Source: an optimization exercise on an open RTL-to-GDS flow (aim: small area and a short achievable clock period). Production flows keep margins and buffers that such runs may drop.
Where RTL was checked, it was by simulation tests only, not by an equivalence proof against the original.

## mac_sequencer
module mac_sequencer #(
    parameter int ADDR_W = 21,
    parameter int CNT_W  = 4,
    parameter int STRIDE = 8,
    parameter int DATA_W = 64
) (
    input  logic                      clk,
    input  logic                      rst_n,
    input  logic                      start,
    input  logic [ADDR_W-1:0]         start_addr,
    input  logic [CNT_W-1:0]          start_count,
    output logic                      busy,
    output logic [ADDR_W+CNT_W:0]     mir,
    output logic                      mem_req,
    output logic [ADDR_W-1:0]         mem_addr,
    input  logic                      mem_ack,
    input  logic [DATA_W-1:0]         mem_rdata,
    output logic [DATA_W-1:0]         acc_out,
    output logic                      done
);
    logic                 busy_q, req_q, mac_q, done_q;
    logic                 valid_q;
    logic [ADDR_W-1:0]    addr_q;
    logic [CNT_W-1:0]     count_q;
    logic [63:0]          acc_q;
    logic                 last;
    assign last = (count_q == CNT_W'(1));
    always_ff @(posedge clk or negedge rst_n) begin
        if (!rst_n) begin
            busy_q  <= 1'b0;
            req_q   <= 1'b0;
            mac_q   <= 1'b0;
            done_q  <= 1'b0;
            valid_q <= 1'b0;
            addr_q  <= '0;
            count_q <= '0;
        end else begin
            if (!busy_q) begin
                if (start) begin
                    busy_q <= 1'b1;
                    if (start_count != '0) begin
                        req_q   <= 1'b1;
                        valid_q <= 1'b1;
                        addr_q  <= start_addr;
                        count_q <= start_count;
  ...
Size: about 3200 cells after synthesis, roughly 440 flip-flops, ~210 I/O pins, about 34000 µm² of cells after synthesis.
Settings: LEC_CHECK=0, ABC_AREA=1, CAP_MARGIN=20, CORE_MARGIN=2, CORE_UTILIZATION=40, SLEW_MARGIN=20, SYNTH_HIERARCHICAL=1, SYNTH_MINIMUM_KEEP_SIZE=0; clock period 10.0 ns.
run.sh (not shown) runs the stock make flow with config.mk's settings and CLKGATE_MAP_FILE= SYNTH_SCRIPT=/design/flow/synth_recipe.tcl, a recipe that flattens the netlist after the stock synthesis.
Next try:
--- a/flow/config.mk
+++ b/flow/config.mk
@@ -10,3 +10,5 @@
 export CORE_MARGIN = 2
-export CORE_UTILIZATION = 40
+export CORE_UTILIZATION = 60
+export CTS_BUF_LIST = sky130_fd_sc_hd__clkbuf_8
+export SETUP_SLACK_MARGIN = 5
 export SLEW_MARGIN = 20
Core utilization is higher by 23 points. Clock-buffer cell count is higher by 25. Wire length hardly moves. Sequential cell count does not change. Worst setup slack improves by 220 ps. Design area is lower by 0.79%.
Next try:
--- a/flow/config.mk
+++ b/flow/config.mk
@@ -10,4 +10,3 @@
 export CORE_MARGIN = 2
-export CORE_UTILIZATION = 60
-export CTS_BUF_LIST = sky130_fd_sc_hd__clkbuf_8
+export CORE_UTILIZATION = 40
 export SETUP_SLACK_MARGIN = 5
After rerunning: Die area grows by 49%; cell count grows by about 8%; count of clock-buffer cells in the layout shrinks by 25; wire length grows by 0.34%.
No functional check of the RTL was part of any run of this note.

* * *

run A:
mac_sequencer again, from the RTL that the note above started with.
==> flow/config.mk <==
export PLATFORM = sky130hd
export DESIGN_NAME = mac_sequencer
export DESIGN_NICKNAME = mac_sequencer
export VERILOG_FILES = /design/flow/design.v
export SDC_FILE = /design/flow/constraint.sdc
export NUM_CORES = 4
export LEC_CHECK = 0
export ABC_AREA = 1
export CAP_MARGIN = 20
export CORE_MARGIN = 2
export CORE_UTILIZATION = 40
export SLEW_MARGIN = 20
export SYNTH_HIERARCHICAL = 1
export SYNTH_MINIMUM_KEEP_SIZE = 0
==> flow/constraint.sdc <==
create_clock -name core_clock -period 10.0 [get_ports {clk}]
set_input_delay 2.0000 -clock core_clock [delete_from_list [all_inputs] [get_ports {clk}]]
set_output_delay 2.0000 -clock core_clock [all_outputs]
set_load 0.01 [all_outputs]
standard.sh (not shown) runs the stock make flow with config.mk's settings and CLKGATE_MAP_FILE= SYNTH_SCRIPT=/design/flow/synth_recipe.tcl, a recipe that flattens the netlist after the stock synthesis.
==> flow/flow/run.sh <==
#!/bin/bash
# Standard ORFS layout, with a tighter setup target for repair_timing and the
# smallest buffer on the ports.
set -uo pipefail
bash standard.sh SETUP_SLACK_MARGIN=6 'BUFFER_PORTS_ARGS=-buffer_cell sky130_fd_sc_hd__buf_1' finish > make_finish.log 2>&1
Input-level comparison between run B and run A:
==> flow/flow/run.sh <==
#!/bin/bash
# Standard ORFS layout, with a tighter setup target for repair_timing and the
# smallest buffer on the ports.
set -uo pipefail
bash standard.sh SETUP_SLACK_MARGIN=5 'BUFFER_PORTS_ARGS=-buffer_cell sky130_fd_sc_hd__buf_1' finish > make_finish.log 2>&1
Results
As far as largest net degree at the start of global routing goes, run B and run A are indistinguishable; the numbers are identical. Between run A and run B, via count is higher for run A, run B comes in under that. Run comparison: run A type of the setup path with the least slack reg -> reg; run B type of the setup path with the least slack in -> reg. The all-layer global routing usage of run B falls short of that of run A by 3.5 points.
Setup changes, run B to run C
- SETUP_SLACK_MARGIN newly set to 4.5
==> flow/run.sh (new file) <==
#!/bin/bash
# synth_recipe.tcl (not shown) runs the flow's synth.tcl, then flattens the netlist and writes it again
# the make line also repeats each setting of config.mk as NAME=value (left out here)
make -C /OpenROAD-flow-scripts/flow DESIGN_CONFIG=/design/flow/config.mk WORK_HOME=/design/flow/orfs CLKGATE_MAP_FILE= SYNTH_SCRIPT=/design/flow/synth_recipe.tcl finish
removed: flow/flow/run.sh
removed: flow/standard.sh
--- outcome ---
Run C finished end to end and its layout was clean on timing, DRC and antenna.
Run C ended up with met4 as its top layer used by detailed routing; run B ended up with met5.
Of run C and run B, the lower slew of the pin with the lowest slew margin belongs to run B.
Of the two candidates, run B has the better final design area excluding fillers and run C the worse one.
Non-clock buffer count: run C vs run B identical
Wire: run C routes more than run B
Diff run C..run B | number of well taps | unchanged
Run C against run B: number of max-slew violations in the final report about even, via count fell about 0.6%, critical path depth fell 1.
No run of this note included a check of the RTL's function; only the layout flow was run.

* * *

== alpha ==
mac_sequencer, a different RTL version from the one above (not shown whole).
Size in the first run: about 3,100 cells after synthesis, ~300 flip-flops, about 210 I/O pins, roughly 31,000 um2 of cells after synthesis.
Settings: LEC_CHECK=0, ABC_AREA=1, CAP_MARGIN=20, CORE_MARGIN=2, CORE_UTILIZATION=40, CTS_CLUSTER_DIAMETER=100, CTS_CLUSTER_SIZE=30, SLEW_MARGIN=20, SYNTH_HIERARCHICAL=1, SYNTH_MINIMUM_KEEP_SIZE=0, TNS_END_PERCENT=0; clock period 10.0 ns.
==> flow/flow/run.sh <==
#!/bin/bash
# The standard ORFS layout (standard.sh), with the smallest buffer on the ports
# (buffer_ports -buffer_cell), and repair_timing aiming for a few tenths of a ns more
# setup slack than the standard flow's setting allows, to cover the routed parasitics.
set -uo pipefail
bash standard.sh SETUP_SLACK_MARGIN=5.3 'BUFFER_PORTS_ARGS=-buffer_cell sky130_fd_sc_hd__buf_1' finish > make_finish.log 2>&1
#### Input delta (beta over alpha)
--- a/flow/config.mk
+++ b/flow/config.mk
@@ -13,2 +13,3 @@
 export CTS_CLUSTER_SIZE = 30
+export GPL_ROUTABILITY_DRIVEN = 0
 export SLEW_MARGIN = 20
@@ -16,2 +17 @@
 export SYNTH_MINIMUM_KEEP_SIZE = 0
-export TNS_END_PERCENT = 0
==> comparison <==
Comparing alpha and beta, the higher routed wirelength normalized by instance count was measured on beta. Lower maximum achievable frequency was reported by alpha, not beta. The standard cells in beta occupy more silicon area than those in alpha do. The data arrival time of the critical path of beta is lower than that of alpha. From alpha to beta the numbers moved as follows: met2 routed wirelength went up; slew at the pin closest to its max-slew limit did not really move. The global-route wire length before repair of alpha and that of beta are within noise of each other. For the non-clock buffer count, beta came in 3 higher than alpha did. beta: post-CTS resize count about 10% above alpha. Any difference in delay contributed by the slowest stage of the critical path between alpha and beta is small enough to ignore.
diff inputs: beta => gamma
--- a/flow/flow/run.sh
+++ b/flow/flow/run.sh
@@ -5,2 +5,2 @@
 set -uo pipefail
-bash standard.sh SETUP_SLACK_MARGIN=5.3 'BUFFER_PORTS_ARGS=-buffer_cell sky130_fd_sc_hd__buf_1' finish > make_finish.log 2>&1
+bash standard.sh SETUP_SLACK_MARGIN=5.45 'BUFFER_PORTS_ARGS=-buffer_cell sky130_fd_sc_hd__buf_1' finish > make_finish.log 2>&1
--- a/flow/config.mk
+++ b/flow/config.mk
@@ -13,3 +13,2 @@
 export CTS_CLUSTER_SIZE = 30
-export GPL_ROUTABILITY_DRIVEN = 0
 export SLEW_MARGIN = 20
Results
- gamma went all the way through synthesis, placement and routing and the layout is clean on timing, DRC and antenna.
- Post-route clock skew, beta and gamma: larger value in beta
- Total length of routed wires was lower in beta than in gamma.
- The fraction of area in multi-input gates of gamma falls short of that of beta by 1.2 points.
- Taking beta over gamma, the non-clock buffer count ratio works out to 0.823.
- [gamma] via count rose about 5% relative to beta
Setup changes, gamma to delta
--- a/flow/config.mk
+++ b/flow/config.mk
@@ -10,3 +10,3 @@
 export CORE_MARGIN = 2
-export CORE_UTILIZATION = 40
+export CORE_UTILIZATION = 50
 export CTS_CLUSTER_DIAMETER = 100
--- outcome ---
Total wire length after detailed routing: gamma and delta compared, lower one is gamma. ~same area of all placed cells without fillers in gamma and delta. Compared with gamma, delta shows final cell count without fillers lower by 198. Going from gamma to delta, total of cells resized after clock tree synthesis grew by more than 10%. There was hardly any difference in area used by sequential logic in the layout between delta and gamma. There was hardly any difference in fraction of final layout cells sized beyond drive strength 1 between gamma and delta.

* * *

## maple
Another version of the RTL of mac_sequencer (not shown whole).
For scale: ~350 flip-flops, roughly 210 I/O pins, ~32,000 sq um of cells after synthesis.
export LEC_CHECK = 0
export ABC_AREA = 1
export CAP_MARGIN = 20
export CORE_MARGIN = 2
export CORE_UTILIZATION = 40
export CTS_CLUSTER_DIAMETER = 80
export CTS_CLUSTER_SIZE = 24
export SETUP_SLACK_MARGIN = 5
export SLEW_MARGIN = 20
export SYNTH_HIERARCHICAL = 1
export SYNTH_MINIMUM_KEEP_SIZE = 0
create_clock -name core_clock -period 10.0 [get_ports {clk}]
==> flow/flow/run.sh <==
#!/bin/bash
# The standard ORFS layout (standard.sh), with the smallest buffer on the ports
# (buffer_ports -buffer_cell); repair_timing upsizes the ones on critical paths.
set -uo pipefail
bash standard.sh 'BUFFER_PORTS_ARGS=-buffer_cell sky130_fd_sc_hd__buf_1' finish > make_finish.log 2>&1
Relative to maple, the following input files were edited for raven:
==> flow/run.sh (new file) <==
#!/bin/bash
# synth_recipe.tcl (not shown) runs the flow's synth.tcl, then flattens the netlist and writes it again
# the make line also repeats each setting of config.mk as NAME=value (left out here)
make -C /OpenROAD-flow-scripts/flow DESIGN_CONFIG=/design/flow/config.mk WORK_HOME=/design/flow/orfs CLKGATE_MAP_FILE= SYNTH_SCRIPT=/design/flow/synth_recipe.tcl finish
removed: flow/flow/run.sh
removed: flow/standard.sh
Results
raven was carried through to the last stage, and its layout satisfied the timing, DRC and antenna checks. Taking maple as the reference, in raven final global-route overflow total has remained practically unchanged; synthesis-to-finish area growth has increased; routed wire length on met2 has remained practically unchanged. raven reports a lower final clock period utilization by the worst path than maple does. The run showing the smaller hold slack is maple. The global routing met3 resource utilization was comparable across maple and raven. As of raven, total of cells resized after clock tree synthesis had risen by more than 10% compared to maple. raven and maple ended up with roughly the same number of nets in the layout. raven against maple: sequential share of layout area now smaller.

==> separate check: timing with driven ports <==
Ports are ideal in the flow. The routed layouts listed here were re-timed in OpenROAD.
Step 1 sets driving cells, clkbuf_16 on the clock port and buf_2 on the other inputs (assumed; they add their load-dependent delay and slew).
Step 2, shift: input delay + t, output delay - t, t = (earliest + latest rising clock arrival at the registers) / 2. This alone moves slack from input paths to output paths.
Slacks: ideal ports / drivers / drivers and shift; pairs: ideal ports / drivers.
| run | t (ns) | setup slack, ns | hold WS [ns] | worst slew at a driven data input, ns | pins driven straight from the clock port |
|---|---|---|---|---|---|
| the first run of note 1 | 0.685 | 4.751 / 4.795 / 4.110 | 0.400 / 0.400 / 0.400 | 0.09 | 1 |
| the second run of note 1 | 0.753 | 4.975 / 5.010 / 4.257 | 0.398 / 0.398 / 0.398 | 0.06 | 1 |
| the third run of note 1 | 0.684 | 5.042 / 5.069 / 4.385 | 0.400 / 0.400 / 0.400 | 0.10 | 1 |
| run A | 0.718 | 5.696 / 5.598 / 4.880 | 0.392 / 0.392 / 0.392 | 0.29 | 1 |
| run B | 0.681 | 5.004 / 5.047 / 4.366 | 0.398 / 0.398 / 0.398 | 0.21 | 1 |
| run C | 0.685 | 4.751 / 4.795 / 4.110 | 0.400 / 0.400 / 0.400 | 0.09 | 1 |
| alpha | 0.641 | 5.206 / 5.251 / 4.609 | 0.524 / 0.524 / 0.524 | 0.13 | 1 |
| beta | 0.645 | 5.305 / 5.350 / 4.705 | 0.525 / 0.525 / 0.525 | 0.13 | 1 |
| gamma | 0.631 | 5.450 / 5.479 / 4.848 | 0.533 / 0.533 / 0.533 | 0.14 | 1 |
| delta | 0.620 | 5.390 / 5.390 / 4.827 | 0.534 / 0.534 / 0.534 | 0.07 | 1 |
| maple | 0.676 | 5.021 / 5.068 / 4.392 | 0.531 / 0.531 / 0.531 | 0.08 | 1 |
| raven | 0.655 | 5.068 / 5.110 / 4.455 | 0.535 / 0.535 / 0.535 | 0.06 | 1 |
After both steps every run listed still meets setup and hold. For run A, which loses most, drivers alone change the setup slack by -0.098 ns; drivers and shift together by -0.816 ns.
